Source: an optimization exercise on an open RTL-to-GDS flow (aim: small area, a short achievable clock period and few clock cycles). Production flows keep margins and buffers that such runs may drop. The RTL was checked by simulation tests, not by an equivalence proof against the original design. Power is estimated from default activity; no workload was simulated.

== v44 ==
// axiToAhbBridge
module axiToAhbBridge (
    input  wire         ACLK,
    input  wire         rst,
    input  wire         awValid,
    output logic        awReady,
    input  wire  [3:0]  awId,
    input  wire  [31:0] awAddr,
    input  wire  [3:0]  awLen,
    input  wire  [2:0]  awSize,
    input  wire         wValid,
    output logic        wReady,
    input  wire  [31:0] wData,
    input  wire         wLast,
    output logic        bValid,
    input  wire         bReady,
    output logic [3:0]  bId,
    output logic [1:0]  bResp,
    input  wire         arValid,
    output logic        arReady,
    input  wire  [3:0]  arId,
    input  wire  [31:0] arAddr,
    input  wire  [3:0]  arLen,
    input  wire  [2:0]  arSize,
    output logic        rValid,
    input  wire         rReady,
    output logic [3:0]  rId,
    output logic [31:0] rData,
    output logic [1:0]  rResp,
    output logic        rLast,
    output logic [31:0] hAddr,
    output logic        hWrite,
    output logic [2:0]  hSize,
    output logic [1:0]  hTrans,
    output logic [31:0] hWData,
    input  wire  [31:0] hRData,
    input  wire         hReady,
    input  wire         hResp
);
    logic [31:0] addr;       
    logic [3:0]  cnt;        
    logic [1:0]  size;
    logic [3:0]  id;
    logic        wr;         
    logic        err;        
    logic [31:0] data;       
    logic        idle;       
    logic        wsel;       
    logic        busy;       
    logic        rSel;       
    logic        wDpL;       
    logic        wIss;       
    logic        rIss;       
    logic        ap;         
    logic        dp;         
    logic        rp;         
    logic        wA;         
    logic        rA;         
    logic        rDp;        
  ...
==> flow/config.mk <==
export PLATFORM = sky130hd
export DESIGN_NAME = axiToAhbBridge
export DESIGN_NICKNAME = axiToAhbBridge
export VERILOG_FILES = /design/flow/design.v
export SDC_FILE = /design/flow/constraint.sdc
export NUM_CORES = 4
export LEC_CHECK = 0
export CAP_MARGIN = 20
export CORE_MARGIN = 2
export CORE_UTILIZATION = 55
export PLACE_DENSITY = 0.7
export SETUP_SLACK_MARGIN = 2.4
export SLEW_MARGIN = 20
export SYNTH_HIERARCHICAL = 1
export SYNTH_MINIMUM_KEEP_SIZE = 0
==> flow/constraint.sdc <==
create_clock -name core_clock -period 5.5 [get_ports {ACLK}]
set_input_delay 1.1000 -clock core_clock [delete_from_list [all_inputs] [get_ports {ACLK}]]
set_output_delay 1.1000 -clock core_clock [all_outputs]
set_load 0.01 [all_outputs]
standard.sh (not shown) runs the stock make flow with config.mk's settings and CLKGATE_MAP_FILE= SYNTH_SCRIPT=/design/flow/synth_recipe.tcl, a recipe that flattens the netlist after the stock synthesis.
==> flow/flow/run.sh <==
#!/bin/bash
set -euo pipefail
export BUFFER_PORTS_ARGS="-buffer_cell sky130_fd_sc_hd__buf_1"
export CTS_ARGS="-sink_clustering_enable -repair_clock_nets -dont_use_dummy_load -buf_list sky130_fd_sc_hd__clkbuf_8 -root_buf sky130_fd_sc_hd__clkbuf_8"
if ! bash standard.sh finish > make_finish.log 2>&1; then
  tail -50 make_finish.log
  exit 1
fi
v44 went all the way through the flow, and no timing, DRC or antenna check failed.
Testbench counts of v44, summed over its fixed seeds: cycles 19,428.
Inputs modified between v44 and v28:
# v44
export LEC_CHECK = 0
export CAP_MARGIN = 20
export CORE_MARGIN = 2
export CORE_UTILIZATION = 55
export PLACE_DENSITY = 0.7
export SETUP_SLACK_MARGIN = 2.4
export SLEW_MARGIN = 20
export SYNTH_HIERARCHICAL = 1
export SYNTH_MINIMUM_KEEP_SIZE = 0
create_clock -name core_clock -period 5.5 [get_ports {ACLK}]
# v28
export LEC_CHECK = 0
export CAP_MARGIN = 20
export CORE_MARGIN = 2
export CORE_UTILIZATION = 55
export PLACE_DENSITY = 0.7
export SETUP_SLACK_MARGIN = 2.65
export SLEW_MARGIN = 20
export SYNTH_HIERARCHICAL = 1
export SYNTH_MINIMUM_KEEP_SIZE = 0
create_clock -name core_clock -period 5.5 [get_ports {ACLK}]
### Flow results
v28 | status: complete | timing, DRC, antenna: pass. [diff] wire length, v28 relative to v44: regression. Of v28 and v44, it is v28 that has the higher fraction of met3 tracks used by global routing. Any difference in sequential share of cell area between v28 and v44 is small enough to ignore. More vias were needed by v44 than by v28.
Modified inputs, v43 compared to v28
# v28
export LEC_CHECK = 0
export CAP_MARGIN = 20
export CORE_MARGIN = 2
export CORE_UTILIZATION = 55
export PLACE_DENSITY = 0.7
export SETUP_SLACK_MARGIN = 2.65
export SLEW_MARGIN = 20
export SYNTH_HIERARCHICAL = 1
export SYNTH_MINIMUM_KEEP_SIZE = 0
create_clock -name core_clock -period 5.5 [get_ports {ACLK}]
# v43
export LEC_CHECK = 0
export CAP_MARGIN = 20
export CORE_MARGIN = 2
export CORE_UTILIZATION = 55
export PLACE_DENSITY = 0.7
export SETUP_SLACK_MARGIN = 2.72
export SLEW_MARGIN = 20
export SYNTH_HIERARCHICAL = 1
export SYNTH_MINIMUM_KEEP_SIZE = 0
create_clock -name core_clock -period 5.5 [get_ports {ACLK}]
- v43 completed; timing, DRC and antenna clean
- Summary of v43 over v28: post-detailed-route wirelength per cell dropped 2.3%; post-layout worst setup margin climbed 0.028 ns.
- Proportion of power drawn by combinational gates delta (v28 -> v43): insignificant
- Looking at slowest cell on the critical path, the buf_2 result is from v28; the buf_1 one comes from v43.
- Power delta (v28 -> v43): insignificant
## Diff of input files: v6 against v43
# v43
export LEC_CHECK = 0
export CAP_MARGIN = 20
export CORE_MARGIN = 2
export CORE_UTILIZATION = 55
export PLACE_DENSITY = 0.7
export SETUP_SLACK_MARGIN = 2.72
export SLEW_MARGIN = 20
export SYNTH_HIERARCHICAL = 1
export SYNTH_MINIMUM_KEEP_SIZE = 0
create_clock -name core_clock -period 5.5 [get_ports {ACLK}]
# v6
export LEC_CHECK = 0
export CAP_MARGIN = 20
export CORE_MARGIN = 2
export CORE_UTILIZATION = 55
export PLACE_DENSITY = 0.7
export SETUP_SLACK_MARGIN = 2.82
export SLEW_MARGIN = 20
export SYNTH_HIERARCHICAL = 1
export SYNTH_MINIMUM_KEEP_SIZE = 0
create_clock -name core_clock -period 5.5 [get_ports {ACLK}]
Results
Number of nets at the end of the flow, v43 and v6: higher on v6
The depth of the worst register-to-register path number comes out lower for v43 vs v6.
Against v43, peak ir drop on the vdd network in v6 fell by more than 10%.
In v6 relative to v43, cell internal power dissipation had gone up by a few percent.
In the reports for v43 and v6, the larger global-route met3 utilization belongs to v43.
v6 ended with more total setup buffers inserted after CTS than v43.
Delta (v6 minus v43): register-to-register slack increased 0.03 ns, portion of total power attributed to the clock network decreased by 1.2 points relative to the old numbers, post-route non-filler standard cell count up 0.90%, post-route standard cell area excluding fillers up 8.4%.
Looking at aggregate global-route resource usage, v6 sits 0.43 points higher than v43 does.

[static timing again, ports no longer ideal]
The flow's constraints put no driver on any port. The routed layouts listed below were extracted and timed again, unchanged, in two steps. Step 1 assumes that a clkbuf_16 drives the clock port and a buf_2 every other input. Step 2 moves the port delays by t, midway between the first and last clock arrival at a register: inputs arrive t later, outputs are due t later. That takes back most of the time a late clock gives input paths. Slacks: ideal ports / drivers / drivers and shift; pairs: ideal ports / drivers.
| run | t, ns | setup WS [ns] | latest minus earliest clock arrival (ns) | worst register clock-pin slew, ns | cell pins on the clock port's net |
|---|---|---|---|---|---|
| v44 | 0.356 | 2.529 / 2.500 / 2.500 | 0.020 / 0.021 | 0.08 / 0.08 | 1 |
| v28 | 0.371 | 2.755 / 2.721 / 2.535 | 0.027 / 0.028 | 0.09 / 0.09 | 1 |
| v43 | 0.368 | 2.782 / 2.737 / 2.598 | 0.018 / 0.018 | 0.09 / 0.09 | 1 |
| v6 | 0.358 | 2.780 / 2.747 / 2.612 | 0.028 / 0.027 | 0.09 / 0.09 | 1 |
After both steps setup and hold are still met in every run listed. For v28, which loses most, drivers alone change the setup slack by -0.034 ns; drivers and shift together by -0.220 ns.
